From an optimization exercise on the open Yosys and OpenROAD flow, aimed at small area, a short achievable clock period and few clock cycles; shortcuts taken in it are not production practice.
The RTL was checked by simulation tests, not by an equivalence proof against the original design.
Power figures rest on the tool's default switching activity, not on a simulated workload.

$ cat design.v
package vnlp_pkg;
   localparam logic MODE_L2SQ = 1'b0;
   localparam logic MODE_L1   = 1'b1;
endpackage
module vnlp_fa (
   input  logic a,
   input  logic b,
   input  logic c,
   output logic s,
   output logic co
);
   assign s  = a ^ b ^ c;
   assign co = (a & b) | (a & c) | (b & c);
endmodule
module vnlp_ha (
   input  logic a,
   input  logic b,
   output logic s,
   output logic co
);
   assign s  = a ^ b;
   assign co = a & b;
endmodule
module vnlp_mac (
   input  logic [23:0] u_i,
   input  logic        m2_i,
   input  logic        ml_i,
   input  logic [46:0] acc_i,
   input  logic [7:0]  cy_i,
   output logic [46:0] sum_o,
   output logic [7:0]  cy_o,
   output logic        ovf_o
);
   logic [23:0] u2;
   logic [46:0] ra, rb;
   logic t0;
   logic t1;
   logic t2;
   logic t3;
   logic t4;
   logic t5;
   logic t6;
   logic t7;
   logic t8;
   logic t9;
   logic t10;
   logic t11;
   logic t12;
   logic t13;
   logic t14;
   logic t15;
   logic t16;
   logic t17;
   logic t18;
   logic t19;
   logic t20;
   logic t21;
   logic t22;
   logic t23;
   logic t24;
   logic t25;
   logic t26;
   logic t27;
   logic t28;
   logic t29;
   logic t30;
   logic t31;
   logic t32;
   logic t33;
   logic t34;
   logic t35;
   logic t36;
   logic t37;
   logic t38;
   logic t39;
   logic t40;
   logic t41;
   logic t42;
   logic t43;
   logic t44;
   logic t45;
   logic t46;
   logic t47;
   logic t48;
   logic t49;
   logic t50;
   logic t51;
   logic t52;
   logic t53;
   logic t54;
   logic t55;
   logic t56;
   logic t57;
   logic t58;
   logic t59;
   logic t60;
   logic t61;
   logic t62;
   logic t63;
   logic t64;
   logic t65;
   logic t66;
   logic t67;
   logic t68;
   logic t69;
   logic t70;
   logic t71;
   logic t72;
   logic t73;
   logic t74;
   logic t75;
   logic t76;
   logic t77;
   logic t78;
   logic t79;
   logic t80;
   logic t81;
   logic t82;
   logic t83;
   logic t84;
   logic t85;
   logic t86;
   logic t87;
   logic t88;
   logic t89;
   logic t90;
   logic t91;
   logic t92;
   logic t93;
   logic t94;
   logic t95;
   logic t96;
   logic t97;
   logic t98;
   logic t99;
   logic t100;
   logic t101;
   logic t102;
   logic t103;
   logic t104;
   logic t105;
   logic t106;
   logic t107;
   logic t108;
   logic t109;
   logic t110;
   logic t111;
   logic t112;
   logic t113;
   logic t114;
   logic t115;
   logic t116;
   logic t117;
   logic t118;
   logic t119;
   logic t120;
   logic t121;
   logic t122;
   logic t123;
   logic t124;
   logic t125;
   logic t126;
   logic t127;
   logic t128;
   logic t129;
   logic t130;
   logic t131;
   logic t132;
   logic t133;
   logic t134;
   logic t135;
   logic t136;
   logic t137;
   logic t138;
   logic t139;
   logic t140;
   logic t141;
   logic t142;
   logic t143;
   logic t144;
   logic t145;
   logic t146;
   logic t147;
   logic t148;
   logic t149;
   logic t150;
   logic t151;
   logic t152;
   logic t153;
   logic t154;
   logic t155;
   logic t156;
   logic t157;
   logic t158;
   logic t159;
   logic t160;
   logic t161;
   logic t162;
   logic t163;
   logic t164;
   logic t165;
   logic t166;
   logic t167;
   logic t168;
   logic t169;
   logic t170;
   logic t171;
   logic t172;
   logic t173;
   logic t174;
   logic t175;
   logic t176;
   logic t177;
   logic t178;
   logic t179;
   logic t180;
   logic t181;
   logic t182;
   logic t183;
   logic t184;
   logic t185;
   logic t186;
   logic t187;
   logic t188;
   logic t189;
   logic t190;
   logic t191;
   logic t192;
   logic t193;
   logic t194;
   logic t195;
   logic t196;
   logic t197;
   logic t198;
   logic t199;
   logic t200;
   logic t201;
   logic t202;
   logic t203;
   logic t204;
   logic t205;
   logic t206;
   logic t207;
   logic t208;
   logic t209;
   logic t210;
   logic t211;
   logic t212;
   logic t213;
   logic t214;
   logic t215;
   logic t216;
   logic t217;
   logic t218;
   logic t219;
   logic t220;
   logic t221;
   logic t222;
   logic t223;
   logic t224;
   logic t225;
   logic t226;
   logic t227;
   logic t228;
   logic t229;
   logic t230;
   logic t231;
   logic t232;
   logic t233;
   logic t234;
   logic t235;
   logic t236;
   logic t237;
   logic t238;
   logic t239;
   logic t240;
   logic t241;
   logic t242;
   logic t243;
   logic t244;
   logic t245;
   logic t246;
   logic t247;
   logic t248;
   logic t249;
   logic t250;
   logic t251;
   logic t252;
   logic t253;
   logic t254;
   logic t255;
   logic t256;
   logic t257;
   logic t258;
   logic t259;
   logic t260;
   logic t261;
   logic t262;
   logic t263;
   logic t264;
   logic t265;
   logic t266;
   logic t267;
   logic t268;
   logic t269;
   logic t270;
   logic t271;
   logic t272;
   logic t273;
   logic t274;
   logic t275;
   logic t276;
   logic t277;
   logic t278;
   logic t279;
   logic t280;
   logic t281;
   logic t282;
   logic t283;
   logic t284;
   logic t285;
   logic t286;
   logic t287;
   logic t288;
   logic t289;
   logic t290;
   logic t291;
   logic t292;
   logic t293;
   logic t294;
   logic t295;
   logic t296;
   logic t297;
   logic t298;
   logic t299;
   logic t300;
   logic t301;
   logic t302;
   logic t303;
   logic t304;
   logic t305;
   logic t306;
   logic t307;
   logic t308;
   logic t309;
   logic t310;
   logic t311;
   logic t312;
   logic t313;
   logic t314;
   logic t315;
   logic t316;
   logic t317;
   logic t318;
   logic t319;
   logic t320;
   logic t321;
   logic t322;
   logic t323;
   logic t324;
   logic t325;
   logic t326;
   logic t327;
   logic t328;
   logic t329;
   logic t330;
   logic t331;
   logic t332;
   logic t333;
   logic t334;
   logic t335;
   logic t336;
   logic t337;
   logic t338;
   logic t339;
   logic t340;
   logic t341;
   logic t342;
   logic t343;
   logic t344;
   logic t345;
   logic t346;
   logic t347;
   logic t348;
   logic t349;
   logic t350;
   logic t351;
   logic t352;
   logic t353;
   logic t354;
   logic t355;
   logic t356;
   logic t357;
   logic t358;
   logic t359;
   logic t360;
   logic t361;
   logic t362;
   logic t363;
   logic t364;
   logic t365;
   logic t366;
   logic t367;
   logic t368;
   logic t369;
   logic t370;
   logic t371;
   logic t372;
   logic t373;
   logic t374;
   logic t375;
   logic t376;
   logic t377;
   logic t378;
   logic t379;
   logic t380;
   logic t381;
   logic t382;
   logic t383;
   logic t384;
   logic t385;
   logic t386;
   logic t387;
   logic t388;
   logic t389;
   logic t390;
   logic t391;
   logic t392;
   logic t393;
   logic t394;
   logic t395;
   logic t396;
   logic t397;
   logic t398;
   logic t399;
   logic t400;
   logic t401;
   logic t402;
   logic t403;
   logic t404;
   logic t405;
   logic t406;
   logic t407;
   logic t408;
   logic t409;
   logic t410;
   logic t411;
   logic t412;
   logic t413;
   logic t414;
   logic t415;
   logic t416;
   logic t417;
   logic t418;
   logic t419;
   logic t420;
   logic t421;
   logic t422;
   logic t423;
   logic t424;
   logic t425;
   logic t426;
   logic t427;
   logic t428;
   logic t429;
   logic t430;
   logic t431;
   logic t432;
   logic t433;
   logic t434;
   logic t435;
   logic t436;
   logic t437;
   logic t438;
   logic t439;
   logic t440;
   logic t441;
   logic t442;
   logic t443;
   logic t444;
   logic t445;
   logic t446;
   logic t447;
   logic t448;
   logic t449;
   logic t450;
   logic t451;
   logic t452;
   logic t453;
   logic t454;
   logic t455;
   logic t456;
   logic t457;
   logic t458;
   logic t459;
   logic t460;
   logic t461;
   logic t462;
   logic t463;
   logic t464;
   logic t465;
   logic t466;
   logic t467;
   logic t468;
   logic t469;
   logic t470;
   logic t471;
   logic t472;
   logic t473;
   logic t474;
   logic t475;
   logic t476;
   logic t477;
   logic t478;
   logic t479;
   logic t480;
   logic t481;
   logic t482;
   logic t483;
   logic t484;
   logic t485;
   logic t486;
   logic t487;
   logic t488;
   logic t489;
   logic t490;
   logic t491;
   logic t492;
   logic t493;
   logic t494;
   logic t495;
   logic t496;
   logic t497;
   logic t498;
   logic t499;
   logic t500;
   logic t501;
   logic t502;
   logic t503;
   logic t504;
   logic t505;
   logic t506;
   logic t507;
   logic t508;
   logic t509;
   logic t510;
   logic t511;
   logic t512;
   logic t513;
   logic t514;
   logic t515;
   logic t516;
   logic t517;
   logic t518;
   logic t519;
   logic t520;
   logic t521;
   logic t522;
   logic t523;
   logic t524;
   logic t525;
   logic t526;
   logic t527;
   logic t528;
   logic t529;
   logic t530;
   logic t531;
   logic t532;
   logic t533;
   logic t534;
   logic t535;
   logic t536;
   logic t537;
   logic t538;
   logic t539;
   logic t540;
   logic t541;
   logic t542;
   logic t543;
   logic t544;
   logic t545;
   assign u2 = u_i & {24{m2_i}};
   vnlp_ha u_ha0 (.a(acc_i[16]), .b((u2[1] & u2[14])), .s(t0), .co(t1));
   vnlp_ha u_ha1 (.a(acc_i[17]), .b((u2[1] & u2[15])), .s(t2), .co(t3));
   vnlp_fa u_fa0 (.a(acc_i[18]), .b((u2[1] & u2[16])), .c((u2[2] & u2[15])), .s(t4), .co(t5));
   vnlp_ha u_ha2 (.a((u2[3] & u2[14])), .b((u2[4] & u2[13])), .s(t6), .co(t7));
   vnlp_fa u_fa1 (.a(acc_i[19]), .b(cy_i[2]), .c((u2[1] & u2[17])), .s(t8), .co(t9));
   vnlp_fa u_fa2 (.a((u2[2] & u2[16])), .b((u2[3] & u2[15])), .c((u2[4] & u2[14])), .s(t10), .co(t11));
   vnlp_fa u_fa3 (.a(acc_i[20]), .b((u2[1] & u2[18])), .c((u2[2] & u2[17])), .s(t12), .co(t13));
   vnlp_fa u_fa4 (.a((u2[3] & u2[16])), .b((u2[4] & u2[15])), .c((u2[5] & u2[14])), .s(t14), .co(t15));
   vnlp_ha u_ha3 (.a((u2[6] & u2[13])), .b((u2[7] & u2[12])), .s(t16), .co(t17));
   vnlp_fa u_fa5 (.a(acc_i[21]), .b((u2[1] & u2[19])), .c((u2[2] & u2[18])), .s(t18), .co(t19));
   vnlp_fa u_fa6 (.a((u2[3] & u2[17])), .b((u2[4] & u2[16])), .c((u2[5] & u2[15])), .s(t20), .co(t21));
   vnlp_ha u_ha4 (.a((u2[6] & u2[14])), .b((u2[7] & u2[13])), .s(t22), .co(t23));
   vnlp_fa u_fa7 (.a(acc_i[22]), .b((u2[10] & u2[11])), .c((u2[1] & u2[20])), .s(t24), .co(t25));
   vnlp_fa u_fa8 (.a((u2[2] & u2[19])), .b((u2[3] & u2[18])), .c((u2[4] & u2[17])), .s(t26), .co(t27));
   vnlp_fa u_fa9 (.a((u2[5] & u2[16])), .b((u2[6] & u2[15])), .c((u2[7] & u2[14])), .s(t28), .co(t29));
   vnlp_ha u_ha5 (.a((u2[8] & u2[13])), .b((u2[9] & u2[12])), .s(t30), .co(t31));
   vnlp_fa u_fa10 (.a(acc_i[23]), .b(cy_i[3]), .c((u2[10] & u2[12])), .s(t32), .co(t33));
   vnlp_fa u_fa11 (.a((u2[1] & u2[21])), .b((u2[2] & u2[20])), .c((u2[3] & u2[19])), .s(t34), .co(t35));
   vnlp_fa u_fa12 (.a((u2[4] & u2[18])), .b((u2[5] & u2[17])), .c((u2[6] & u2[16])), .s(t36), .co(t37));
   vnlp_fa u_fa13 (.a((u2[7] & u2[15])), .b((u2[8] & u2[14])), .c((u2[9] & u2[13])), .s(t38), .co(t39));
   vnlp_fa u_fa14 (.a(acc_i[24]), .b((u2[10] & u2[13])), .c((u2[11] & u2[12])), .s(t40), .co(t41));
   vnlp_fa u_fa15 (.a((u2[1] & u2[22])), .b((u2[2] & u2[21])), .c((u2[3] & u2[20])), .s(t42), .co(t43));
   vnlp_fa u_fa16 (.a((u2[4] & u2[19])), .b((u2[5] & u2[18])), .c((u2[6] & u2[17])), .s(t44), .co(t45));
   vnlp_fa u_fa17 (.a((u2[7] & u2[16])), .b((u2[8] & u2[15])), .c((u2[9] & u2[14])), .s(t46), .co(t47));
   vnlp_fa u_fa18 (.a(acc_i[25]), .b((u2[10] & u2[14])), .c((u2[11] & u2[13])), .s(t48), .co(t49));
   vnlp_fa u_fa19 (.a((u2[2] & u2[22])), .b((u2[3] & u2[21])), .c((u2[4] & u2[20])), .s(t50), .co(t51));
   vnlp_fa u_fa20 (.a((u2[5] & u2[19])), .b((u2[6] & u2[18])), .c((u2[7] & u2[17])), .s(t52), .co(t53));
   vnlp_fa u_fa21 (.a(acc_i[26]), .b((u2[10] & u2[15])), .c((u2[11] & u2[14])), .s(t54), .co(t55));
   vnlp_fa u_fa22 (.a((u2[12] & u2[13])), .b((u2[3] & u2[22])), .c((u2[4] & u2[21])), .s(t56), .co(t57));
   vnlp_fa u_fa23 (.a((u2[5] & u2[20])), .b((u2[6] & u2[19])), .c((u2[7] & u2[18])), .s(t58), .co(t59));
   vnlp_fa u_fa24 (.a(acc_i[27]), .b(cy_i[4]), .c((u2[10] & u2[16])), .s(t60), .co(t61));
   vnlp_fa u_fa25 (.a((u2[11] & u2[15])), .b((u2[12] & u2[14])), .c((u2[4] & u2[22])), .s(t62), .co(t63));
   vnlp_ha u_ha6 (.a((u2[5] & u2[21])), .b((u2[6] & u2[20])), .s(t64), .co(t65));
   vnlp_fa u_fa26 (.a(acc_i[28]), .b((u2[10] & u2[17])), .c((u2[11] & u2[16])), .s(t66), .co(t67));
   vnlp_fa u_fa27 (.a((u2[12] & u2[15])), .b((u2[13] & u2[14])), .c((u2[5] & u2[22])), .s(t68), .co(t69));
   vnlp_ha u_ha7 (.a((u2[6] & u2[21])), .b((u2[7] & u2[20])), .s(t70), .co(t71));
   vnlp_fa u_fa28 (.a(acc_i[29]), .b((u2[10] & u2[18])), .c((u2[11] & u2[17])), .s(t72), .co(t73));
   vnlp_ha u_ha8 (.a((u2[12] & u2[16])), .b((u2[13] & u2[15])), .s(t74), .co(t75));
   vnlp_fa u_fa29 (.a(acc_i[30]), .b((u2[10] & u2[19])), .c((u2[11] & u2[18])), .s(t76), .co(t77));
   vnlp_ha u_ha9 (.a((u2[12] & u2[17])), .b((u2[13] & u2[16])), .s(t78), .co(t79));
   vnlp_fa u_fa30 (.a(acc_i[31]), .b(cy_i[5]), .c((u2[10] & u2[20])), .s(t80), .co(t81));
   vnlp_ha u_ha10 (.a(acc_i[32]), .b((u2[10] & u2[21])), .s(t82), .co(t83));
   vnlp_fa u_fa31 (.a(acc_i[10]), .b(cy_i[0]), .c((u2[1] & u2[8])), .s(t84), .co(t85));
   vnlp_ha u_ha11 (.a(acc_i[11]), .b((u2[1] & u2[9])), .s(t86), .co(t87));
   vnlp_fa u_fa32 (.a(acc_i[12]), .b((u2[1] & u2[10])), .c((u2[2] & u2[9])), .s(t88), .co(t89));
   vnlp_ha u_ha12 (.a((u2[3] & u2[8])), .b((u2[4] & u2[7])), .s(t90), .co(t91));
   vnlp_fa u_fa33 (.a(acc_i[13]), .b((u2[1] & u2[11])), .c((u2[2] & u2[10])), .s(t92), .co(t93));
   vnlp_ha u_ha13 (.a((u2[3] & u2[9])), .b((u2[4] & u2[8])), .s(t94), .co(t95));
   vnlp_fa u_fa34 (.a(acc_i[14]), .b((u2[1] & u2[12])), .c((u2[2] & u2[11])), .s(t96), .co(t97));
   vnlp_fa u_fa35 (.a((u2[3] & u2[10])), .b((u2[4] & u2[9])), .c((u2[5] & u2[8])), .s(t98), .co(t99));
   vnlp_ha u_ha14 (.a((u2[6] & u2[7])), .b(u2[7]), .s(t100), .co(t101));
   vnlp_fa u_fa36 (.a(acc_i[15]), .b(cy_i[1]), .c((u2[1] & u2[13])), .s(t102), .co(t103));
   vnlp_fa u_fa37 (.a((u2[2] & u2[12])), .b((u2[3] & u2[11])), .c((u2[4] & u2[10])), .s(t104), .co(t105));
   vnlp_fa u_fa38 (.a((u2[5] & u2[9])), .b((u2[6] & u2[8])), .c(((u2[0] & u2[14]) | (u_i[15] & ml_i))), .s(t106), .co(t107));
   vnlp_fa u_fa39 (.a((u2[2] & u2[13])), .b((u2[3] & u2[12])), .c((u2[4] & u2[11])), .s(t108), .co(t109));
   vnlp_fa u_fa40 (.a((u2[5] & u2[10])), .b((u2[6] & u2[9])), .c((u2[7] & u2[8])), .s(t110), .co(t111));
   vnlp_fa u_fa41 (.a(u2[8]), .b(((u2[0] & u2[15]) | (u_i[16] & ml_i))), .c(t0), .s(t112), .co(t113));
   vnlp_fa u_fa42 (.a((u2[2] & u2[14])), .b((u2[3] & u2[13])), .c((u2[4] & u2[12])), .s(t114), .co(t115));
   vnlp_fa u_fa43 (.a((u2[5] & u2[11])), .b((u2[6] & u2[10])), .c((u2[7] & u2[9])), .s(t116), .co(t117));
   vnlp_fa u_fa44 (.a(((u2[0] & u2[16]) | (u_i[17] & ml_i))), .b(t1), .c(t2), .s(t118), .co(t119));
   vnlp_fa u_fa45 (.a((u2[5] & u2[12])), .b((u2[6] & u2[11])), .c((u2[7] & u2[10])), .s(t120), .co(t121));
   vnlp_fa u_fa46 (.a((u2[8] & u2[9])), .b(u2[9]), .c(((u2[0] & u2[17]) | (u_i[18] & ml_i))), .s(t122), .co(t123));
   vnlp_fa u_fa47 (.a(t3), .b(t6), .c(t4), .s(t124), .co(t125));
   vnlp_fa u_fa48 (.a((u2[5] & u2[13])), .b((u2[6] & u2[12])), .c((u2[7] & u2[11])), .s(t126), .co(t127));
   vnlp_fa u_fa49 (.a((u2[8] & u2[10])), .b(((u2[0] & u2[18]) | (u_i[19] & ml_i))), .c(t7), .s(t128), .co(t129));
   vnlp_fa u_fa50 (.a(t5), .b(t10), .c(t8), .s(t130), .co(t131));
   vnlp_fa u_fa51 (.a((u2[8] & u2[11])), .b((u2[9] & u2[10])), .c(u2[10]), .s(t132), .co(t133));
   vnlp_fa u_fa52 (.a(((u2[0] & u2[19]) | (u_i[20] & ml_i))), .b(t16), .c(t11), .s(t134), .co(t135));
   vnlp_fa u_fa53 (.a(t9), .b(t12), .c(t14), .s(t136), .co(t137));
   vnlp_fa u_fa54 (.a((u2[8] & u2[12])), .b((u2[9] & u2[11])), .c(((u2[0] & u2[20]) | (u_i[21] & ml_i))), .s(t138), .co(t139));
   vnlp_fa u_fa55 (.a(t17), .b(t22), .c(t13), .s(t140), .co(t141));
   vnlp_fa u_fa56 (.a(t15), .b(t18), .c(t20), .s(t142), .co(t143));
   vnlp_fa u_fa57 (.a(u2[11]), .b(((u2[0] & u2[21]) | (u_i[22] & ml_i))), .c(t23), .s(t144), .co(t145));
   vnlp_fa u_fa58 (.a(t30), .b(t19), .c(t21), .s(t146), .co(t147));
   vnlp_fa u_fa59 (.a(t24), .b(t26), .c(t28), .s(t148), .co(t149));
   vnlp_fa u_fa60 (.a(((u2[0] & u2[22]) | (u_i[23] & ml_i))), .b(t31), .c(t25), .s(t150), .co(t151));
   vnlp_fa u_fa61 (.a(t27), .b(t29), .c(t32), .s(t152), .co(t153));
   vnlp_fa u_fa62 (.a(t34), .b(t36), .c(t38), .s(t154), .co(t155));
   vnlp_fa u_fa63 (.a(u2[12]), .b(t33), .c(t35), .s(t156), .co(t157));
   vnlp_fa u_fa64 (.a(t37), .b(t39), .c(t40), .s(t158), .co(t159));
   vnlp_fa u_fa65 (.a(t42), .b(t44), .c(t46), .s(t160), .co(t161));
   vnlp_fa u_fa66 (.a((u2[8] & u2[16])), .b((u2[9] & u2[15])), .c(t41), .s(t162), .co(t163));
   vnlp_fa u_fa67 (.a(t43), .b(t45), .c(t47), .s(t164), .co(t165));
   vnlp_fa u_fa68 (.a(t48), .b(t50), .c(t52), .s(t166), .co(t167));
   vnlp_fa u_fa69 (.a((u2[8] & u2[17])), .b((u2[9] & u2[16])), .c(u2[13]), .s(t168), .co(t169));
   vnlp_fa u_fa70 (.a(t49), .b(t51), .c(t53), .s(t170), .co(t171));
   vnlp_fa u_fa71 (.a(t54), .b(t56), .c(t58), .s(t172), .co(t173));
   vnlp_fa u_fa72 (.a((u2[7] & u2[19])), .b((u2[8] & u2[18])), .c((u2[9] & u2[17])), .s(t174), .co(t175));
   vnlp_fa u_fa73 (.a(t64), .b(t55), .c(t57), .s(t176), .co(t177));
   vnlp_fa u_fa74 (.a(t59), .b(t60), .c(t62), .s(t178), .co(t179));
   vnlp_fa u_fa75 (.a((u2[8] & u2[19])), .b((u2[9] & u2[18])), .c(u2[14]), .s(t180), .co(t181));
   vnlp_fa u_fa76 (.a(t65), .b(t70), .c(t61), .s(t182), .co(t183));
   vnlp_fa u_fa77 (.a(t63), .b(t66), .c(t68), .s(t184), .co(t185));
   vnlp_fa u_fa78 (.a((u2[6] & u2[22])), .b((u2[7] & u2[21])), .c((u2[8] & u2[20])), .s(t186), .co(t187));
   vnlp_fa u_fa79 (.a((u2[9] & u2[19])), .b(t71), .c(t74), .s(t188), .co(t189));
   vnlp_fa u_fa80 (.a(t67), .b(t69), .c(t72), .s(t190), .co(t191));
   vnlp_fa u_fa81 (.a((u2[14] & u2[15])), .b((u2[7] & u2[22])), .c((u2[8] & u2[21])), .s(t192), .co(t193));
   vnlp_fa u_fa82 (.a((u2[9] & u2[20])), .b(u2[15]), .c(t75), .s(t194), .co(t195));
   vnlp_fa u_fa83 (.a(t78), .b(t73), .c(t76), .s(t196), .co(t197));
   vnlp_fa u_fa84 (.a((u2[11] & u2[19])), .b((u2[12] & u2[18])), .c((u2[13] & u2[17])), .s(t198), .co(t199));
   vnlp_fa u_fa85 (.a((u2[14] & u2[16])), .b((u2[8] & u2[22])), .c((u2[9] & u2[21])), .s(t200), .co(t201));
   vnlp_fa u_fa86 (.a(t79), .b(t77), .c(t80), .s(t202), .co(t203));
   vnlp_fa u_fa87 (.a((u2[11] & u2[20])), .b((u2[12] & u2[19])), .c((u2[13] & u2[18])), .s(t204), .co(t205));
   vnlp_fa u_fa88 (.a((u2[14] & u2[17])), .b((u2[15] & u2[16])), .c((u2[9] & u2[22])), .s(t206), .co(t207));
   vnlp_fa u_fa89 (.a(u2[16]), .b(t82), .c(t81), .s(t208), .co(t209));
   vnlp_fa u_fa90 (.a(acc_i[33]), .b((u2[10] & u2[22])), .c((u2[11] & u2[21])), .s(t210), .co(t211));
   vnlp_fa u_fa91 (.a((u2[12] & u2[20])), .b((u2[13] & u2[19])), .c((u2[14] & u2[18])), .s(t212), .co(t213));
   vnlp_ha u_ha15 (.a((u2[15] & u2[17])), .b(t83), .s(t214), .co(t215));
   vnlp_fa u_fa92 (.a(acc_i[34]), .b((u2[11] & u2[22])), .c((u2[12] & u2[21])), .s(t216), .co(t217));
   vnlp_fa u_fa93 (.a((u2[13] & u2[20])), .b((u2[14] & u2[19])), .c((u2[15] & u2[18])), .s(t218), .co(t219));
   vnlp_ha u_ha16 (.a((u2[16] & u2[17])), .b(u2[17]), .s(t220), .co(t221));
   vnlp_fa u_fa94 (.a(acc_i[35]), .b(cy_i[6]), .c((u2[12] & u2[22])), .s(t222), .co(t223));
   vnlp_fa u_fa95 (.a((u2[13] & u2[21])), .b((u2[14] & u2[20])), .c((u2[15] & u2[19])), .s(t224), .co(t225));
   vnlp_fa u_fa96 (.a(acc_i[36]), .b((u2[13] & u2[22])), .c((u2[14] & u2[21])), .s(t226), .co(t227));
   vnlp_ha u_ha17 (.a((u2[15] & u2[20])), .b((u2[16] & u2[19])), .s(t228), .co(t229));
   vnlp_ha u_ha18 (.a(acc_i[37]), .b((u2[14] & u2[22])), .s(t230), .co(t231));
   vnlp_ha u_ha19 (.a(acc_i[38]), .b((u2[15] & u2[22])), .s(t232), .co(t233));
   vnlp_ha u_ha20 (.a(acc_i[6]), .b((u2[1] & u2[4])), .s(t234), .co(t235));
   vnlp_ha u_ha21 (.a(acc_i[7]), .b((u2[1] & u2[5])), .s(t236), .co(t237));
   vnlp_fa u_fa97 (.a(acc_i[8]), .b((u2[1] & u2[6])), .c((u2[2] & u2[5])), .s(t238), .co(t239));
   vnlp_ha u_ha22 (.a((u2[3] & u2[4])), .b(u2[4]), .s(t240), .co(t241));
   vnlp_fa u_fa98 (.a(acc_i[9]), .b((u2[1] & u2[7])), .c((u2[2] & u2[6])), .s(t242), .co(t243));
   vnlp_ha u_ha23 (.a((u2[3] & u2[5])), .b(((u2[0] & u2[8]) | (u_i[9] & ml_i))), .s(t244), .co(t245));
   vnlp_fa u_fa99 (.a((u2[2] & u2[7])), .b((u2[3] & u2[6])), .c((u2[4] & u2[5])), .s(t246), .co(t247));
   vnlp_fa u_fa100 (.a(u2[5]), .b(((u2[0] & u2[9]) | (u_i[10] & ml_i))), .c(t84), .s(t248), .co(t249));
   vnlp_fa u_fa101 (.a((u2[2] & u2[8])), .b((u2[3] & u2[7])), .c((u2[4] & u2[6])), .s(t250), .co(t251));
   vnlp_fa u_fa102 (.a(((u2[0] & u2[10]) | (u_i[11] & ml_i))), .b(t86), .c(t85), .s(t252), .co(t253));
   vnlp_fa u_fa103 (.a((u2[5] & u2[6])), .b(u2[6]), .c(((u2[0] & u2[11]) | (u_i[12] & ml_i))), .s(t254), .co(t255));
   vnlp_fa u_fa104 (.a(t87), .b(t90), .c(t88), .s(t256), .co(t257));
   vnlp_fa u_fa105 (.a((u2[5] & u2[7])), .b(((u2[0] & u2[12]) | (u_i[13] & ml_i))), .c(t91), .s(t258), .co(t259));
   vnlp_fa u_fa106 (.a(t94), .b(t89), .c(t92), .s(t260), .co(t261));
   vnlp_fa u_fa107 (.a(((u2[0] & u2[13]) | (u_i[14] & ml_i))), .b(t95), .c(t100), .s(t262), .co(t263));
   vnlp_fa u_fa108 (.a(t93), .b(t96), .c(t98), .s(t264), .co(t265));
   vnlp_fa u_fa109 (.a(t101), .b(t97), .c(t99), .s(t266), .co(t267));
   vnlp_fa u_fa110 (.a(t102), .b(t104), .c(t106), .s(t268), .co(t269));
   vnlp_fa u_fa111 (.a(t103), .b(t105), .c(t107), .s(t270), .co(t271));
   vnlp_fa u_fa112 (.a(t108), .b(t110), .c(t112), .s(t272), .co(t273));
   vnlp_fa u_fa113 (.a(t109), .b(t111), .c(t114), .s(t274), .co(t275));
   vnlp_fa u_fa114 (.a(t116), .b(t113), .c(t118), .s(t276), .co(t277));
   vnlp_fa u_fa115 (.a(t115), .b(t117), .c(t120), .s(t278), .co(t279));
   vnlp_fa u_fa116 (.a(t122), .b(t119), .c(t124), .s(t280), .co(t281));
   vnlp_fa u_fa117 (.a(t121), .b(t123), .c(t126), .s(t282), .co(t283));
   vnlp_fa u_fa118 (.a(t128), .b(t125), .c(t130), .s(t284), .co(t285));
   vnlp_fa u_fa119 (.a(t127), .b(t132), .c(t129), .s(t286), .co(t287));
   vnlp_fa u_fa120 (.a(t134), .b(t131), .c(t136), .s(t288), .co(t289));
   vnlp_fa u_fa121 (.a(t133), .b(t138), .c(t135), .s(t290), .co(t291));
   vnlp_fa u_fa122 (.a(t140), .b(t137), .c(t142), .s(t292), .co(t293));
   vnlp_fa u_fa123 (.a(t139), .b(t141), .c(t144), .s(t294), .co(t295));
   vnlp_fa u_fa124 (.a(t146), .b(t143), .c(t148), .s(t296), .co(t297));
   vnlp_fa u_fa125 (.a(t145), .b(t147), .c(t150), .s(t298), .co(t299));
   vnlp_fa u_fa126 (.a(t149), .b(t152), .c(t154), .s(t300), .co(t301));
   vnlp_fa u_fa127 (.a(t151), .b(t156), .c(t153), .s(t302), .co(t303));
   vnlp_fa u_fa128 (.a(t155), .b(t158), .c(t160), .s(t304), .co(t305));
   vnlp_fa u_fa129 (.a(t157), .b(t162), .c(t164), .s(t306), .co(t307));
   vnlp_fa u_fa130 (.a(t159), .b(t161), .c(t166), .s(t308), .co(t309));
   vnlp_fa u_fa131 (.a(t168), .b(t163), .c(t165), .s(t310), .co(t311));
   vnlp_fa u_fa132 (.a(t170), .b(t167), .c(t172), .s(t312), .co(t313));
   vnlp_fa u_fa133 (.a(t169), .b(t174), .c(t171), .s(t314), .co(t315));
   vnlp_fa u_fa134 (.a(t176), .b(t173), .c(t178), .s(t316), .co(t317));
   vnlp_fa u_fa135 (.a(t175), .b(t180), .c(t177), .s(t318), .co(t319));
   vnlp_fa u_fa136 (.a(t182), .b(t179), .c(t184), .s(t320), .co(t321));
   vnlp_fa u_fa137 (.a(t181), .b(t186), .c(t183), .s(t322), .co(t323));
   vnlp_fa u_fa138 (.a(t188), .b(t185), .c(t190), .s(t324), .co(t325));
   vnlp_fa u_fa139 (.a(t187), .b(t192), .c(t189), .s(t326), .co(t327));
   vnlp_fa u_fa140 (.a(t194), .b(t191), .c(t196), .s(t328), .co(t329));
   vnlp_fa u_fa141 (.a(t193), .b(t198), .c(t200), .s(t330), .co(t331));
   vnlp_fa u_fa142 (.a(t195), .b(t197), .c(t202), .s(t332), .co(t333));
   vnlp_fa u_fa143 (.a(t199), .b(t201), .c(t204), .s(t334), .co(t335));
   vnlp_fa u_fa144 (.a(t206), .b(t208), .c(t203), .s(t336), .co(t337));
   vnlp_fa u_fa145 (.a(t205), .b(t207), .c(t210), .s(t338), .co(t339));
   vnlp_fa u_fa146 (.a(t212), .b(t214), .c(t209), .s(t340), .co(t341));
   vnlp_fa u_fa147 (.a(t220), .b(t211), .c(t213), .s(t342), .co(t343));
   vnlp_fa u_fa148 (.a(t216), .b(t218), .c(t215), .s(t344), .co(t345));
   vnlp_fa u_fa149 (.a((u2[16] & u2[18])), .b(t221), .c(t217), .s(t346), .co(t347));
   vnlp_fa u_fa150 (.a(t219), .b(t222), .c(t224), .s(t348), .co(t349));
   vnlp_fa u_fa151 (.a((u2[17] & u2[18])), .b(u2[18]), .c(t228), .s(t350), .co(t351));
   vnlp_fa u_fa152 (.a(t223), .b(t225), .c(t226), .s(t352), .co(t353));
   vnlp_fa u_fa153 (.a((u2[15] & u2[21])), .b((u2[16] & u2[20])), .c((u2[17] & u2[19])), .s(t354), .co(t355));
   vnlp_fa u_fa154 (.a(t229), .b(t230), .c(t227), .s(t356), .co(t357));
   vnlp_fa u_fa155 (.a((u2[16] & u2[21])), .b((u2[17] & u2[20])), .c((u2[18] & u2[19])), .s(t358), .co(t359));
   vnlp_fa u_fa156 (.a(u2[19]), .b(t231), .c(t232), .s(t360), .co(t361));
   vnlp_fa u_fa157 (.a(acc_i[39]), .b((u2[16] & u2[22])), .c((u2[17] & u2[21])), .s(t362), .co(t363));
   vnlp_ha u_ha24 (.a((u2[18] & u2[20])), .b(t233), .s(t364), .co(t365));
   vnlp_fa u_fa158 (.a(acc_i[40]), .b(cy_i[7]), .c((u2[17] & u2[22])), .s(t366), .co(t367));
   vnlp_fa u_fa159 (.a((u2[18] & u2[21])), .b((u2[19] & u2[20])), .c(u2[20]), .s(t368), .co(t369));
   vnlp_ha u_ha25 (.a(acc_i[41]), .b((u2[18] & u2[22])), .s(t370), .co(t371));
   vnlp_ha u_ha26 (.a(acc_i[42]), .b((u2[19] & u2[22])), .s(t372), .co(t373));
   vnlp_ha u_ha27 (.a(acc_i[4]), .b((u2[1] & u2[2])), .s(t374), .co(t375));
   vnlp_ha u_ha28 (.a(acc_i[5]), .b((u2[1] & u2[3])), .s(t376), .co(t377));
   vnlp_fa u_fa160 (.a((u2[2] & u2[3])), .b(u2[3]), .c(((u2[0] & u2[5]) | (u_i[6] & ml_i))), .s(t378), .co(t379));
   vnlp_fa u_fa161 (.a((u2[2] & u2[4])), .b(((u2[0] & u2[6]) | (u_i[7] & ml_i))), .c(t235), .s(t380), .co(t381));
   vnlp_fa u_fa162 (.a(((u2[0] & u2[7]) | (u_i[8] & ml_i))), .b(t237), .c(t240), .s(t382), .co(t383));
   vnlp_fa u_fa163 (.a(t241), .b(t239), .c(t244), .s(t384), .co(t385));
   vnlp_fa u_fa164 (.a(t243), .b(t245), .c(t246), .s(t386), .co(t387));
   vnlp_fa u_fa165 (.a(t247), .b(t250), .c(t252), .s(t388), .co(t389));
   vnlp_fa u_fa166 (.a(t251), .b(t254), .c(t253), .s(t390), .co(t391));
   vnlp_fa u_fa167 (.a(t255), .b(t258), .c(t257), .s(t392), .co(t393));
   vnlp_fa u_fa168 (.a(t259), .b(t262), .c(t261), .s(t394), .co(t395));
   vnlp_fa u_fa169 (.a(t263), .b(t266), .c(t265), .s(t396), .co(t397));
   vnlp_fa u_fa170 (.a(t267), .b(t269), .c(t270), .s(t398), .co(t399));
   vnlp_fa u_fa171 (.a(t271), .b(t274), .c(t273), .s(t400), .co(t401));
   vnlp_fa u_fa172 (.a(t275), .b(t278), .c(t277), .s(t402), .co(t403));
   vnlp_fa u_fa173 (.a(t279), .b(t282), .c(t281), .s(t404), .co(t405));
   vnlp_fa u_fa174 (.a(t283), .b(t286), .c(t285), .s(t406), .co(t407));
   vnlp_fa u_fa175 (.a(t287), .b(t290), .c(t289), .s(t408), .co(t409));
   vnlp_fa u_fa176 (.a(t291), .b(t294), .c(t293), .s(t410), .co(t411));
   vnlp_fa u_fa177 (.a(t295), .b(t297), .c(t298), .s(t412), .co(t413));
   vnlp_fa u_fa178 (.a(t299), .b(t301), .c(t302), .s(t414), .co(t415));
   vnlp_fa u_fa179 (.a(t303), .b(t305), .c(t306), .s(t416), .co(t417));
   vnlp_fa u_fa180 (.a(t307), .b(t310), .c(t309), .s(t418), .co(t419));
   vnlp_fa u_fa181 (.a(t311), .b(t314), .c(t313), .s(t420), .co(t421));
   vnlp_fa u_fa182 (.a(t315), .b(t318), .c(t317), .s(t422), .co(t423));
   vnlp_fa u_fa183 (.a(t319), .b(t322), .c(t321), .s(t424), .co(t425));
   vnlp_fa u_fa184 (.a(t323), .b(t326), .c(t325), .s(t426), .co(t427));
   vnlp_fa u_fa185 (.a(t330), .b(t327), .c(t329), .s(t428), .co(t429));
   vnlp_fa u_fa186 (.a(t331), .b(t334), .c(t333), .s(t430), .co(t431));
   vnlp_fa u_fa187 (.a(t335), .b(t338), .c(t340), .s(t432), .co(t433));
   vnlp_fa u_fa188 (.a(t342), .b(t339), .c(t344), .s(t434), .co(t435));
   vnlp_fa u_fa189 (.a(t343), .b(t346), .c(t345), .s(t436), .co(t437));
   vnlp_fa u_fa190 (.a(t347), .b(t350), .c(t349), .s(t438), .co(t439));
   vnlp_fa u_fa191 (.a(t354), .b(t351), .c(t356), .s(t440), .co(t441));
   vnlp_fa u_fa192 (.a(t355), .b(t358), .c(t357), .s(t442), .co(t443));
   vnlp_fa u_fa193 (.a(t359), .b(t362), .c(t364), .s(t444), .co(t445));
   vnlp_fa u_fa194 (.a(t363), .b(t366), .c(t368), .s(t446), .co(t447));
   vnlp_fa u_fa195 (.a((u2[19] & u2[21])), .b(t370), .c(t367), .s(t448), .co(t449));
   vnlp_fa u_fa196 (.a((u2[20] & u2[21])), .b(u2[21]), .c(t371), .s(t450), .co(t451));
   vnlp_ha u_ha29 (.a(acc_i[43]), .b((u2[20] & u2[22])), .s(t452), .co(t453));
   vnlp_ha u_ha30 (.a(acc_i[44]), .b((u2[21] & u2[22])), .s(t454), .co(t455));
   vnlp_ha u_ha31 (.a(acc_i[2]), .b(u2[1]), .s(t456), .co(t457));
   vnlp_ha u_ha32 (.a(acc_i[3]), .b(((u2[0] & u2[2]) | (u_i[3] & ml_i))), .s(t458), .co(t459));
   vnlp_fa u_fa197 (.a(u2[2]), .b(((u2[0] & u2[3]) | (u_i[4] & ml_i))), .c(t374), .s(t460), .co(t461));
   vnlp_fa u_fa198 (.a(((u2[0] & u2[4]) | (u_i[5] & ml_i))), .b(t375), .c(t376), .s(t462), .co(t463));
   vnlp_fa u_fa199 (.a(t377), .b(t234), .c(t378), .s(t464), .co(t465));
   vnlp_fa u_fa200 (.a(t236), .b(t379), .c(t380), .s(t466), .co(t467));
   vnlp_fa u_fa201 (.a(t238), .b(t381), .c(t382), .s(t468), .co(t469));
   vnlp_fa u_fa202 (.a(t242), .b(t383), .c(t384), .s(t470), .co(t471));
   vnlp_fa u_fa203 (.a(t385), .b(t248), .c(t386), .s(t472), .co(t473));
   vnlp_fa u_fa204 (.a(t249), .b(t387), .c(t388), .s(t474), .co(t475));
   vnlp_fa u_fa205 (.a(t256), .b(t389), .c(t390), .s(t476), .co(t477));
   vnlp_fa u_fa206 (.a(t260), .b(t391), .c(t392), .s(t478), .co(t479));
   vnlp_fa u_fa207 (.a(t264), .b(t393), .c(t394), .s(t480), .co(t481));
   vnlp_fa u_fa208 (.a(t268), .b(t395), .c(t396), .s(t482), .co(t483));
   vnlp_fa u_fa209 (.a(t397), .b(t272), .c(t398), .s(t484), .co(t485));
   vnlp_fa u_fa210 (.a(t276), .b(t399), .c(t400), .s(t486), .co(t487));
   vnlp_fa u_fa211 (.a(t280), .b(t401), .c(t402), .s(t488), .co(t489));
   vnlp_fa u_fa212 (.a(t284), .b(t403), .c(t404), .s(t490), .co(t491));
   vnlp_fa u_fa213 (.a(t288), .b(t405), .c(t406), .s(t492), .co(t493));
   vnlp_fa u_fa214 (.a(t292), .b(t407), .c(t408), .s(t494), .co(t495));
   vnlp_fa u_fa215 (.a(t296), .b(t409), .c(t410), .s(t496), .co(t497));
   vnlp_fa u_fa216 (.a(t300), .b(t411), .c(t412), .s(t498), .co(t499));
   vnlp_fa u_fa217 (.a(t304), .b(t413), .c(t414), .s(t500), .co(t501));
   vnlp_fa u_fa218 (.a(t308), .b(t415), .c(t416), .s(t502), .co(t503));
   vnlp_fa u_fa219 (.a(t312), .b(t417), .c(t418), .s(t504), .co(t505));
   vnlp_fa u_fa220 (.a(t316), .b(t419), .c(t420), .s(t506), .co(t507));
   vnlp_fa u_fa221 (.a(t320), .b(t421), .c(t422), .s(t508), .co(t509));
   vnlp_fa u_fa222 (.a(t324), .b(t423), .c(t424), .s(t510), .co(t511));
   vnlp_fa u_fa223 (.a(t328), .b(t425), .c(t426), .s(t512), .co(t513));
   vnlp_fa u_fa224 (.a(t332), .b(t427), .c(t428), .s(t514), .co(t515));
   vnlp_fa u_fa225 (.a(t336), .b(t429), .c(t430), .s(t516), .co(t517));
   vnlp_fa u_fa226 (.a(t337), .b(t431), .c(t432), .s(t518), .co(t519));
   vnlp_fa u_fa227 (.a(t341), .b(t434), .c(t433), .s(t520), .co(t521));
   vnlp_fa u_fa228 (.a(t348), .b(t436), .c(t435), .s(t522), .co(t523));
   vnlp_fa u_fa229 (.a(t352), .b(t437), .c(t438), .s(t524), .co(t525));
   vnlp_fa u_fa230 (.a(t353), .b(t439), .c(t440), .s(t526), .co(t527));
   vnlp_fa u_fa231 (.a(t360), .b(t441), .c(t442), .s(t528), .co(t529));
   vnlp_fa u_fa232 (.a(t361), .b(t444), .c(t443), .s(t530), .co(t531));
   vnlp_fa u_fa233 (.a(t365), .b(t445), .c(t446), .s(t532), .co(t533));
   vnlp_fa u_fa234 (.a(t369), .b(t448), .c(t447), .s(t534), .co(t535));
   vnlp_fa u_fa235 (.a(t372), .b(t449), .c(t450), .s(t536), .co(t537));
   vnlp_fa u_fa236 (.a(t373), .b(t452), .c(t451), .s(t538), .co(t539));
   vnlp_fa u_fa237 (.a(u2[22]), .b(t453), .c(t454), .s(t540), .co(t541));
   vnlp_ha u_ha33 (.a(acc_i[45]), .b(t455), .s(t542), .co(t543));
   vnlp_ha u_ha34 (.a(acc_i[46]), .b(u2[23]), .s(t544), .co(t545));
   assign ra = {t544, t542, t540, t538, t536, t533, t532, t529, t527, t525, t523, t522, t519, t517, t515, t513, t511, t509, t507, t505, t503, t501, t499, t497, t495, t493, t491, t489, t487, t485, t483, t481, t479, t477, t475, t473, t471, t469, t467, t465, t463, t461, t459, t457, ((u2[0] & u2[1]) | (u_i[2] & ml_i)), acc_i[1], acc_i[0]};
   assign rb = {t543, t541, t539, t537, t535, t534, t531, t530, t528, t526, t524, t521, t520, t518, t516, t514, t512, t510, t508, t506, t504, t502, t500, t498, t496, t494, t492, t490, t488, t486, t484, t482, t480, t478, t476, t474, t472, t470, t468, t466, t464, t462, t460, t458, t456, (u_i[1] & ml_i), (u2[0] | (u_i[0] & ml_i))};
   logic [10:0] blk0;
   assign blk0 = {1'b0, ra[9:0]} + {1'b0, rb[9:0]};
   assign sum_o[9:0] = blk0[9:0];
   logic [5:0] blk1;
   assign blk1 = {1'b0, ra[14:10]} + {1'b0, rb[14:10]};
   assign sum_o[14:10] = blk1[4:0];
   logic [4:0] blk2;
   assign blk2 = {1'b0, ra[18:15]} + {1'b0, rb[18:15]};
   assign sum_o[18:15] = blk2[3:0];
   logic [4:0] blk3;
   assign blk3 = {1'b0, ra[22:19]} + {1'b0, rb[22:19]};
   assign sum_o[22:19] = blk3[3:0];
   logic [4:0] blk4;
   assign blk4 = {1'b0, ra[26:23]} + {1'b0, rb[26:23]};
   assign sum_o[26:23] = blk4[3:0];
   logic [4:0] blk5;
   assign blk5 = {1'b0, ra[30:27]} + {1'b0, rb[30:27]};
   assign sum_o[30:27] = blk5[3:0];
   logic [4:0] blk6;
   assign blk6 = {1'b0, ra[34:31]} + {1'b0, rb[34:31]};
   assign sum_o[34:31] = blk6[3:0];
   logic [5:0] blk7;
   assign blk7 = {1'b0, ra[39:35]} + {1'b0, rb[39:35]};
   assign sum_o[39:35] = blk7[4:0];
   logic [7:0] blk8;
   assign blk8 = {1'b0, ra[46:40]} + {1'b0, rb[46:40]};
   assign sum_o[46:40] = blk8[6:0];
   assign cy_o = {blk7[5], blk6[4], blk5[4], blk4[4], blk3[4], blk2[4], blk1[5], blk0[10]};
   assign ovf_o = blk8[7] | t545;
endmodule
module vnlp_nand2 #(
   parameter int W = 9
) (
   input  logic [W-1:0] a_i,
   input  logic [W-1:0] b_i,
   output logic [W-1:0] y_o
);
   assign y_o = ~(a_i & b_i);
endmodule
module vnlp_amux #(
   parameter int W = 9
) (
   input  logic         sel_i,
   input  logic [W-1:0] a_i,
   input  logic [W-1:0] b_i,
   output logic [W-1:0] y_o
);
   logic [W-1:0] na, nb;
   vnlp_nand2 #(.W(W)) u_na (.a_i(a_i), .b_i({W{sel_i}}),  .y_o(na));
   vnlp_nand2 #(.W(W)) u_nb (.a_i(b_i), .b_i({W{~sel_i}}), .y_o(nb));
   vnlp_nand2 #(.W(W)) u_ny (.a_i(na),  .b_i(nb),          .y_o(y_o));
endmodule
module vnlp_engine #(
   parameter int DW      = 24,
   parameter int AW      = 9,
   parameter int LW      = 7,
   parameter int ACCW    = 2*DW-1,
   parameter int LEN_MAX = 2**LW-1,
   parameter int NCY     = 8
) (
   input  logic                 clk,
   input  logic                 rst_n,
   input  logic                 START,
   input  logic [AW-1:0]        HEAD,
   input  logic                 NORM_MODE,
   output logic                 DONE,
   output logic [ACCW-1:0]      NORM2,
   output logic [LW-1:0]        LEN,
   output logic                 ERR,
   output logic                 SAT,
   output logic [AW-1:0]        rd_addr1,
   output logic [AW-1:0]        rd_addr2,
   input  logic [DW-1:0]        rd_data1,
   input  logic [DW-1:0]        rd_data2
);
   logic            busy_q;      
   logic            v1_q;        
   logic            v2_q;        
   logic            fin_q;       
   logic [AW-1:0]   head_q;
   logic            mode_q;
   logic [LW-1:0]   len_q;
   logic            err_q;
   logic [AW-1:0]   p_q;         
   logic [DW-1:0]   u_q;         
   logic            m2_q, ml_q;
   logic [ACCW-1:0] acc_q;
   logic [NCY-1:0]  cy_q;        
   logic            sat_q;
   logic            fresh_q;     
   logic            start_ok, hit, last;
   logic [AW-1:0]   link;
   logic [DW-1:0]   mag;
   logic [ACCW-1:0] sum;
   logic [NCY-1:0]  cy;
   logic            ovf;
   assign link     = rd_data1[AW-1:0];
   assign start_ok = START & ~busy_q & ~v1_q & ~v2_q;
   assign hit      = (link == head_q);
   assign last     = hit | (len_q == LW'(LEN_MAX-1));
   assign mag      = rd_data2[DW-1] ? -rd_data2 : rd_data2;
   vnlp_amux #(.W(AW)) u_amux (.sel_i(busy_q), .a_i(link), .b_i(HEAD), .y_o(rd_addr1));
   assign rd_addr2 = p_q;
   always_ff @(posedge clk or negedge rst_n) begin
      if (!rst_n) begin
         busy_q <= 1'b0;
         v1_q   <= 1'b0;
         v2_q   <= 1'b0;
         fin_q  <= 1'b0;
      end else begin
         if (start_ok)    busy_q <= 1'b1;
         else if (last)   busy_q <= 1'b0;
         v1_q <= busy_q;
         v2_q <= v1_q;
         if (start_ok)              fin_q <= 1'b0;
         else if (v2_q && !v1_q)    fin_q <= 1'b1;
      end
   end
   always_ff @(posedge clk) begin
      p_q <= rd_addr1 + 1'b1;
      if (start_ok) begin
         head_q <= HEAD;
         mode_q <= NORM_MODE;
         len_q  <= '0;
      end else if (busy_q) begin
         len_q  <= len_q + 1'b1;
         err_q  <= ~hit;
      end
      u_q  <= mag;
      m2_q <= v1_q & (mode_q == vnlp_pkg::MODE_L2SQ);
      ml_q <= v1_q & (mode_q == vnlp_pkg::MODE_L1);
      fresh_q <= start_ok;
      acc_q   <= sum;
      cy_q    <= cy;
      sat_q   <= (sat_q & ~fresh_q) | ovf;
   end
   vnlp_mac u_mac (
      .u_i   (u_q),
      .m2_i  (m2_q),
      .ml_i  (ml_q),
      .acc_i (acc_q & {ACCW{~fresh_q}}),
      .cy_i  (cy_q & {NCY{~fresh_q}}),
      .sum_o (sum),
      .cy_o  (cy),
      .ovf_o (ovf)
   );
   assign DONE  = fin_q & (sat_q | (cy_q == '0));
   assign NORM2 = acc_q | {ACCW{sat_q}};
   assign LEN   = len_q;
   assign ERR   = err_q;
   assign SAT   = sat_q;
endmodule
$ cat run.sh
#!/bin/bash
# synth_recipe.tcl (not shown) runs the flow's synth.tcl, then flattens the netlist and writes it again
# the make line also repeats each setting of config.mk as NAME=value (left out here)
make -C /OpenROAD-flow-scripts/flow DESIGN_CONFIG=/design/flow/config.mk WORK_HOME=/design/flow/orfs CLKGATE_MAP_FILE= SYNTH_SCRIPT=/design/flow/synth_recipe.tcl finish
$ cat config.mk
export PLATFORM = sky130hd
export DESIGN_NAME = vnlp_engine
export DESIGN_NICKNAME = vnlp_engine
export VERILOG_FILES = /design/flow/design.v
export SDC_FILE = /design/flow/constraint.sdc
export NUM_CORES = 4
export LEC_CHECK = 0
export CAP_MARGIN = 20
export CORE_MARGIN = 2
export CORE_UTILIZATION = 60
export SETUP_SLACK_MARGIN = 5
export SLEW_MARGIN = 20
export SYNTH_HIERARCHICAL = 1
$ cat constraint.sdc
create_clock -name core_clock -period 10.0 [get_ports {clk}]
set_input_delay 2.0000 -clock core_clock [delete_from_list [all_inputs] [get_ports {clk}]]
set_output_delay 2.0000 -clock core_clock [all_outputs]
set_load 0.01 [all_outputs]
==> impl_results.md, run 1 <==
- R2r setup slk: approximately 5300 ps
- Met2 Use GR: 47.4%
- Net Sw Power: about 0.0026 W
- Non-Filler Instances: around 1600
- Number of synthesis warnings: 7
- Post-placement cell area: between 0.01 and 0.015 sq mm
- Initial antenna violation count: 0
- DIE AREA: about 0.023 sq mm
- Fillcell total: 1655
- Seq/Total Area, Yosys: 18.3%
- Vias in the first global route: roughly 10000
- Congestion Overflow GR: 0
- Clock transition at the registers of the reported paths: around 60 ps
- Peak supply drop: 237 uV
- Placed Cells: between 1500 and 2000
- CP endpoint: rd_addr1[5]
- Synth top area cells: fa_1 (38%), dfxtp_1 (15%), and3_1 (11%), ha_1 (8.2%), xnor2_1 (4.2%)
- Portion of total power attributed to sequential cells: about 16%
- DRC Markers: 0
- Largest net degree at the start of global routing: 126
- PwrDens: ~380 mW/mm^2
- Most used routing layer: met2
- Wire per inst: 20.4 um
- CP required: 8000 ps
- Final Slew Violations: 0
- GRT met3 Usage: 6.31%
- Syn Inst Count: between 1000 and 1500
- Crit Reg-Reg Startpoint: m2_q
- Max transition margin: slightly above 30%
- Final period util: approximately half
- Sw Ratio: around 45%
- Worst-Skew Late Latency: between 400 and 500 ps
- # setup viols final: 0
- Clock power share: around 11%
- RSZ-0062 raised after global routing: no
- Total iterations of the first detailed-routing run: 5
- Critical Path Fanout Max: 3
- CP Capture Type: primary output
- Final Hold Fails: 0
- Most common cell in the netlist: fa_1
- Via density: 5.92
- Tot GR Track Use: 29.4%
- CTS tree: built
- Hold Crit Class: reg -> reg
- Final net count: approximately 1700
- # H-tree levels: 4
- Post-Syn Area: between 0.01 and 0.015 sq mm
- Synth-to-layout area growth: 14.7%
- Reg2reg path depth: 13
- Initial Util: 60.7%
- Hold Buf Count CTS: 0
- Distinct cell type count after synthesis: 43
- Total CTS buffers: 17
- Leakage: ~7.6 nW
- Ys async rst share: under 10%
- Routed WL: 32600 um
- Minimum clock period: 4950 ps
- Row count: 54
- Sequential Area: roughly 0.0024 sq mm
- GPL Wtd Cong: approximately 0.85
- Clk buf depth: 2
- Synth top area share: between 30 and 40%
- Worst Setup Start Kind: input pin
- Multi-input logic area: just over 0.01 sq mm
- Worst setup path start: rd_data1[5]
- Hold slack: roughly 420 ps
- Final antenna diode count: 0
- Largest area contributor in the netlist: fa_1
- Port bufs: 120
- Post-synth top cells: fa_1 (247), and3_1 (233), dfxtp_1 (99), ha_1 (86), clkbuf_1 (74)
- Ratio of cells with drive above 1 in the final layout: ~9%
- DRT iter0 DRCs: around 690
- FMAX: just over 200 MHz
- Setup TNS: 0 ps
- Status: timing/DRC/antenna clean
- Final Util: between 60% and 70%
- Grt met1 use: 40.7%
- Max cap viols: 0
- Clk sinks: 114
- Post-Syn Nets: 1638
- Die height: between 150 and 200 um
- Core box area: 0.0217 sq mm
- First-pass GRT wire length: ~54000 um
- Reg2reg end: cy_q[6]
- DP HPWL: about 23000 um
- Worst-Margin Slew: 1040 ps
- Worst EP arrival: ~3000 ps
- Fin area: approximately 0.015 sq mm
- Number of synthesized flops with an enable pin: 11
- Logic pwr share: 73.7%
- Die width: between 150 and 200 um
- Main synth FF type: dfxtp_1
- Pint: roughly 0.0032 W
- Clock Skew: about 12 ps
- WS Path Type: in -> out
- Root Buffer: clkbuf_16
- Post-synthesis register bit count: roughly 110
- Total number of vias: roughly 9500
- Avg Inst Size Synth: approximately 11 sq um
- Post-DRT Antenna Nets: 0
- Ports: 136
## placed cells by master, fill, tap and decap left out, types with 4 or more instances in the layout
cell type | Yosys | layout
and2_1 | 25 | 25
clkdlybuf4s50_1 | 0 | 111
nand2b_1 | 11 | 11
edfxtp_1 | 11 | 11
o21a_1 | 4 | 4
dfrtp_1 | 4 | 4
and3_1 | 233 | 233
nor4_1 | 5 | 5
fa_1 | 247 | 247
nand2_2 | 0 | 8
o21ai_0 | 20 | 20
nand3_1 | 9 | 9
a21oi_1 | 20 | 20
clkbuf_16 | 0 | 18
ha_1 | 86 | 86
xnor2_1 | 63 | 63
or2_2 | 47 | 47
nor2_1 | 19 | 19
a21o_1 | 14 | 14
xor2_1 | 8 | 8
inv_6 | 0 | 6
o31ai_1 | 7 | 7
nor2b_1 | 65 | 65
buf_4 | 0 | 13
inv_1 | 50 | 50
dfxtp_1 | 99 | 97
nand2_1 | 54 | 46
a22o_1 | 22 | 22
nand4_1 | 9 | 9
## through the flow
| stage | power (W) | worst slack (ps) |
|---|---|---|
| after floorplan | 0.00401 | 5740 |
| after global placement | 0.00501 | 4630 |
| after detailed placement | 0.00512 | 4600 |
| after CTS | 0.00581 | 4740 |
| after global routing | 0.00645 | 5000 |
| final | 0.00577 | 5050 |
## kinds of logic (layout without fill, tap and decap cells)
| family | count (synthesis) | count (layout) | synth area share [%] |
|---|---|---|---|
| buffers and inverters | 141 | 218 | 4.18 |
| DFF | 114 | 114 | 18.3 |
| AOI/OAI and AO/OA | 97 | 97 | 5.23 |
| adders and majority gates | 333 | 333 | 45.7 |
| and+or+nand+nor | 488 | 488 | 21.9 |
| xor gates and xnor gates | 71 | 71 | 4.72 |
## routing by layer
metal | up-vias | wire length [um] | share of wire (%)
li1 | 4296 | - | -
met1 | 4765 | 13800 | 42
met2 | 362 | 15700 | 48
met3 | 60 | 2440 | 7.5
met4 | 0 | 740 | 2.3
met5 | - | 0 | 0
## critical path: stages
cell and delay (ps):
clkdlybuf4s50_1 500, nand2_1 80, nand2_2 110, dlygate4sd2_1 270
## per-module statistics from Yosys, one instance, submodules excluded, excerpt
module,times used,flip-flops and latches
vnlp_engine,1,114
vnlp_ha,35,0
vnlp_fa,238,0
vnlp_mac,1,0
## area by class of cell
class / instances / share of cell area, %
Multi-Input combinational cell: 989 / 67.7
Sequential cell: 114 / 16.0
Timing Repair Buffer: 136 / 8.83
Clock buffer: 18 / 2.98
Tap cell: 280 / 2.32
Inverter: 50 / 1.24
Clock inverter: 14 / 0.903
## how the worst min path moves through the flow
| stage | from | end | slack (ps) | cells after the start |
|---|---|---|---|---|
| after floorplan | v1_q | v2_q | 400 | 0 |
| after global placement | mode_q | m2_q | 400 | 1 |
| after detailed placement | mode_q | m2_q | 400 | 1 |
| after CTS | mode_q | m2_q | 410 | 1 |
| after global routing | mode_q | m2_q | 430 | 1 |
| final | mode_q | m2_q | 420 | 1 |
## power groups by stage
| stage | Sequential [W] | Clock (W) | Combinational (W) |
|---|---|---|---|
| detailed placement | 0.000910 | 0 | 0.00421 |
| floorplan | 0.000809 | 0 | 0.00320 |
| global placement | 0.000905 | 0 | 0.00411 |
| global route | 0.000922 | 0.000648 | 0.00488 |
| finish | 0.000898 | 0.000621 | 0.00425 |
| CTS | 0.000892 | 0.000631 | 0.00429 |
## flip-flops by register name, summed over array words and instances (netlist names)
name     count
acc_q       47
busy_q       1
cy_q         8
err_q        1
fin_q        1
fresh_q      1
head_q       9
len_q        7
m2_q         1
ml_q         1
mode_q       1
p_q          9
sat_q        1
u_q         24
v1_q         1
v2_q         1
## timing repair
item / CTS / global route
resized for setup: 18 / 12
buffers inserted: 5 / 3
endpoints found under the setup margin: 28 / 12
pin swaps: 5 / 2
Testbench counts, summed over its fixed seeds: cycles 26,523.
==> run 2, diff against run 1 <==
--- a/design.v
+++ b/design.v
@@ -22,7 +22,7 @@
    assign co = a & b;
 endmodule
 module vnlp_mac (
-   input  logic [23:0] u_i,
+   input  logic [23:0] un_i,      
    input  logic        m2_i,
    input  logic        ml_i,
    input  logic [46:0] acc_i,
@@ -31,7 +31,7 @@
    output logic [7:0]  cy_o,
    output logic        ovf_o
 );
-   logic [23:0] u2;
+   logic [23:0] u_i, u2;
    logic [46:0] ra, rb;
    logic t0;
    logic t1;
@@ -579,7 +579,8 @@
    logic t543;
    logic t544;
    logic t545;
-   assign u2 = u_i & {24{m2_i}};
+   assign u_i = ~un_i;
+   assign u2  = u_i & {24{m2_i}};
    vnlp_ha u_ha0 (.a(acc_i[16]), .b((u2[1] & u2[14])), .s(t0), .co(t1));
    vnlp_ha u_ha1 (.a(acc_i[17]), .b((u2[1] & u2[15])), .s(t2), .co(t3));
    vnlp_fa u_fa0 (.a(acc_i[18]), .b((u2[1] & u2[16])), .c((u2[2] & u2[15])), .s(t4), .co(t5));
@@ -939,7 +940,7 @@
    logic [LW-1:0]   len_q;
    logic            err_q;
    logic [AW-1:0]   p_q;         
-   logic [DW-1:0]   u_q;         
+   logic [DW-1:0]   un_q;        
    logic            m2_q, ml_q;
    logic [ACCW-1:0] acc_q;
    logic [NCY-1:0]  cy_q;        
@@ -983,7 +984,7 @@
          len_q  <= len_q + 1'b1;
          err_q  <= ~hit;
       end
-      u_q  <= mag;
+      un_q <= ~mag;
       m2_q <= v1_q & (mode_q == vnlp_pkg::MODE_L2SQ);
       ml_q <= v1_q & (mode_q == vnlp_pkg::MODE_L1);
       fresh_q <= start_ok;
@@ -992,7 +993,7 @@
       sat_q   <= (sat_q & ~fresh_q) | ovf;
    end
    vnlp_mac u_mac (
-      .u_i   (u_q),
+      .un_i  (un_q),
       .m2_i  (m2_q),
       .ml_i  (ml_q),
       .acc_i (acc_q & {ACCW{~fresh_q}}),
==> flow/run.sh (new file) <==
#!/bin/bash
set -euo pipefail
MARGIN=$(cat flow/margin.txt)
PORTBUF=$(cat flow/portbuf.txt)
bash standard.sh SETUP_SLACK_MARGIN=$MARGIN "BUFFER_PORTS_ARGS=-buffer_cell $PORTBUF" finish > standard_flow.log 2>&1
==> flow/margin.txt (new file) <==
5.5
==> flow/portbuf.txt (new file) <==
sky130_fd_sc_hd__buf_1
==> standard.sh (new file) <==
#!/bin/bash
# synth_recipe.tcl (not shown) runs the flow's synth.tcl, then flattens the netlist and writes it again
# the make line also repeats each setting of config.mk as NAME=value (left out here)
make -C /OpenROAD-flow-scripts/flow DESIGN_CONFIG=/design/flow/config.mk WORK_HOME=/design/flow/orfs CLKGATE_MAP_FILE= SYNTH_SCRIPT=/design/flow/synth_recipe.tcl "${@:-finish}"
--- a/config.mk
+++ b/config.mk
@@ -8,6 +8,5 @@
 export CAP_MARGIN = 20
 export CORE_MARGIN = 2
 export CORE_UTILIZATION = 60
-export SETUP_SLACK_MARGIN = 5
 export SLEW_MARGIN = 20
 export SYNTH_HIERARCHICAL = 1
removed: run.sh
==> impl_results.md, run 2 <==
- Post-Syn Area: 0.0126 sq mm (-4.7%)
- Hold Crit Class: reg -> reg
- First-pass GRT wire length: 50500 um (-5.7%)
- Core box area: 0.0204 sq mm (-6.1%)
- Routed WL: 30300 um (-7.3%)
- PwrDens: 399 mW/mm^2 (+4.5%)
- Ys async rst share: 3.51% (unchanged)
- Most common cell in the netlist: nor2_1
- Seq/Total Area, Yosys: 19.2% (+0.90 points)
- Total iterations of the first detailed-routing run: 5 (unchanged)
- Compound-Gate Fraction of Synth Area: 4.89% (-0.34 points)
- Clock Skew: 12.8 ps (+0.764 ps)
- Largest area contributor in the netlist: fa_1
- Die width: 149 um (-2.3%)
- Logic pwr share: 73.0% (-0.7 points)
- Largest family of logic cells by synthesized area: adder cells
- Most common cell after layout, fill and taps aside: nor2_1
- Clk buf depth: 2 (unchanged)
- Initial Util: 61.7% (+0.91 points)
- Clock power share: 11.6% (+0.8 points)
- Sw Ratio: 45.7% (+0.68 points)
- Final net count: 1729 (+1.6%)
- Post-synthesis register bit count: 114 (unchanged)
- Hold slack: 423 ps (+7.59 ps)
- CTS tree: built
- Syn Inst Count: 1239 (-0.40%)
- Final Slew Violations: 0 (unchanged)
- Final Hold Fails: 0 (unchanged)
- GPL Wtd Cong: 0.862 (+0.90%)
- Synth top area cells: fa_1 (39%), dfxtp_1 (16%), ha_1 (8.6%), nor2_1 (7.6%), nor2b_1 (3.6%)
- Ports: 136 (unchanged)
- Portion of total power attributed to sequential cells: 15.4% (-0.2 points)
- Max cap viols: 0 (unchanged)
- Avg Inst Size Synth: 10.1 sq um (-4.3%)
- WS Path Type: in -> out
- Met2 Use GR: 47.1% (-0.30 points)
- Critical Path Fanout Max: 3 (unchanged)
- Biggest regs: acc_q: 47 flops, un_q: 24 flops
- Largest register FFs: 47 (unchanged)
- CP Capture Type: primary output
- CP endpoint: rd_addr1[5]
- Post-synth top cells: nor2_1 (254), fa_1 (247), dfxtp_1 (99), ha_1 (86), nor2b_1 (72)
- Distinct cell type count after synthesis: 50 (+16%)
- Vias in the first global route: 9733 (-3.3%)
- Post-Synth Adder-Cell Area: 48.0% (+2.3 points)
- Ratio of cells with drive above 1 in the final layout: 11.6% (+2.7 points)
- Reg2reg path depth: 14 (+1)
- # setup viols final: 0 (unchanged)
- Number of synthesis warnings: 7 (unchanged)
- Worst-Margin Slew: 982 ps (-54.8 ps)
- Reg2reg end: cy_q[4]
- FMAX: 223 MHz (+11%)
- Post-placement cell area: 0.0132 sq mm (-8.6%)
- Synth-to-layout area growth: 11.7%
- Crit Reg-Reg Startpoint: m2_q
- Max transition margin: 34.5% (+3.7 points)
- Biggest register: acc_q
- Fin area: 0.0140 sq mm (-7.2%)
- DRC Markers: 0 (unchanged)
- R2r setup slk: 5630 ps (+300 ps)
- Status: timing/DRC/antenna clean
- Worst setup path start: rd_data1[5]
- Main synth FF type: dfxtp_1
- Setup TNS: 0 ps (unchanged)
- DIE AREA: 0.0221 sq mm (-4.6%)
- Total CTS buffers: 17 (unchanged)
- RSZ-0062 raised after global routing: yes
- Congestion Overflow GR: 0 (unchanged)
- Port bufs: 120 (unchanged)
- Row count: 52 (-3.7%)
- Pint: 0.00303 W (-4.2%)
- Non-Filler Instances: 1618 (+1.1%)
- Most used routing layer: met2
- DP HPWL: 22600 um (-1.1%)
- Post-Syn Nets: 1633 (-0.31%)
- Final antenna diode count: 0 (unchanged)
- Leakage: 6.71 nW (-12%)
- Clock transition at the registers of the reported paths: 60 ps (about the same)
- Initial antenna violation count: 1 (+1)
- Most frequent cells in the layout: nor2_1 (254), fa_1 (247), buf_1 (114)
- # H-tree levels: 4 (unchanged)
- Grt met1 use: 41.6% (+0.91 points)
- Net Sw Power: 0.00256 W (-1.6%)
- Die height: 149 um (-2.3%)
- Peak supply drop: 213 uV (-10%)
- Tot GR Track Use: 29.8% (+0.41 points)
- Synth top area share: 39.4% (+1.9 points)
- Root Buffer: clkbuf_16
- Post-DRT Antenna Nets: 0 (unchanged)
- Worst Setup Start Kind: input pin
- Wire per inst: 18.7 um (-8.3%)
- Post-Synth XOR/XNOR Area: 4.95% (+0.23 points)
- Fillcell total: 1685 (+1.8%)
- Total number of vias: 9031 (-4.8%)
- Final Util: 68.9% (-0.80 points)
- CP required: 8000 ps (about the same)
- Worst EP arrival: 2470 ps (-480 ps)
- Portion of netlist area occupied by mux cells: 0.0797% (+0.080 points)
- Minimum clock period: 4470 ps (-475 ps)
- Via density: 5.58 (-5.8%)
- Largest net degree at the start of global routing: 46 (-63%)
- Placed Cells: 1576 (+0.96%)
[run 2: changes by cell type after synthesis, sizes merged, moves of 22 or more]
cell / previous run / this run
nor2: 19 / 254
and2: 25 / 1
and3: 234 / 3
a22o: 22 / 0
o22ai: 0 / 22
[run 2: timing repair]
item                       CTS  global route
setup buffers                4             6
setup endpoints to repair   38            17
pin swaps                    4             5
hold buffers                 0             0
cloned                       0             0
gates resized for setup     30            25
[run 2: per-module statistics from Yosys, one instance, submodules excluded, excerpt]
module,cells inside,flip-flops and latches,times used,cell area [sq um]
vnlp_engine,369,114,1,4090
vnlp_fa,1,0,238,20.0
vnlp_ha,1,0,35,12.5
vnlp_mac,569,0,1,3160
[run 2: worst min-delay path by stage]
stage	from	end	slack, ps	cells past startpoint
2_1_floorplan	v1_q	v2_q	400	0
3_3_place_gp	mode_q	m2_q	410	1
3_5_place_dp	mode_q	m2_q	430	1
4_1_cts	mode_q	m2_q	430	1
5_1_grt	mode_q	m2_q	450	1
6_report	mode_q	m2_q	420	1
[run 2: cell type report]
| class | instances | area (sq um) | area share [%] |
|---|---|---|---|
| timing repair buffer | 145 | 662 | 4.72 |
| clock inverter | 15 | 188 | 1.34 |
| inverter | 68 | 255 | 1.82 |
| sequential | 114 | 2440 | 17.4 |
| tap | 270 | 338 | 2.41 |
| multi-input combinational | 989 | 9720 | 69.3 |
| clock buffer | 17 | 425 | 3.03 |
[run 2: logic make-up after synthesis]
kind of cell             Yosys count
AO/OA/AOI/OAI                     94
XOR/XNOR                          71
adder cells (fa/ha/maj)          333
buffers and inverters            136
flip-flops                       114
multiplexers                       1
AND/OR/NAND/NOR                  490
[run 2: per-layer routing]
layer	vias up	routed length, um
li1	4098	-
met1	4509	12900
met2	370	14300
met3	52	2500
met4	2	566
met5	-	11
[run 2: critical path, stage by stage]
cell and delay (ps):
buf_1 120, nand2_1 80, nand2_2 140, clkbuf_2 140
[run 2: through the flow]
step	setup slack [ps]	power, W
floorplan	5760	0.00398
global placement	4790	0.00479
detailed placement	4750	0.00491
CTS	5480	0.00564
global route	5420	0.00630
finish	5530	0.00559
[run 2: power by group through the flow]
stage                     combinational (W)  sequential (W)  clock [W]
final                               0.00408        0.000859   0.000650
after global placement              0.00392        0.000862          0
after global routing                0.00474        0.000884   0.000680
after CTS                           0.00412        0.000862   0.000658
after floorplan                     0.00317        0.000808          0
after detailed placement            0.00405        0.000863          0
Testbench counts of run 2, summed over its fixed seeds: cycles 26,523.
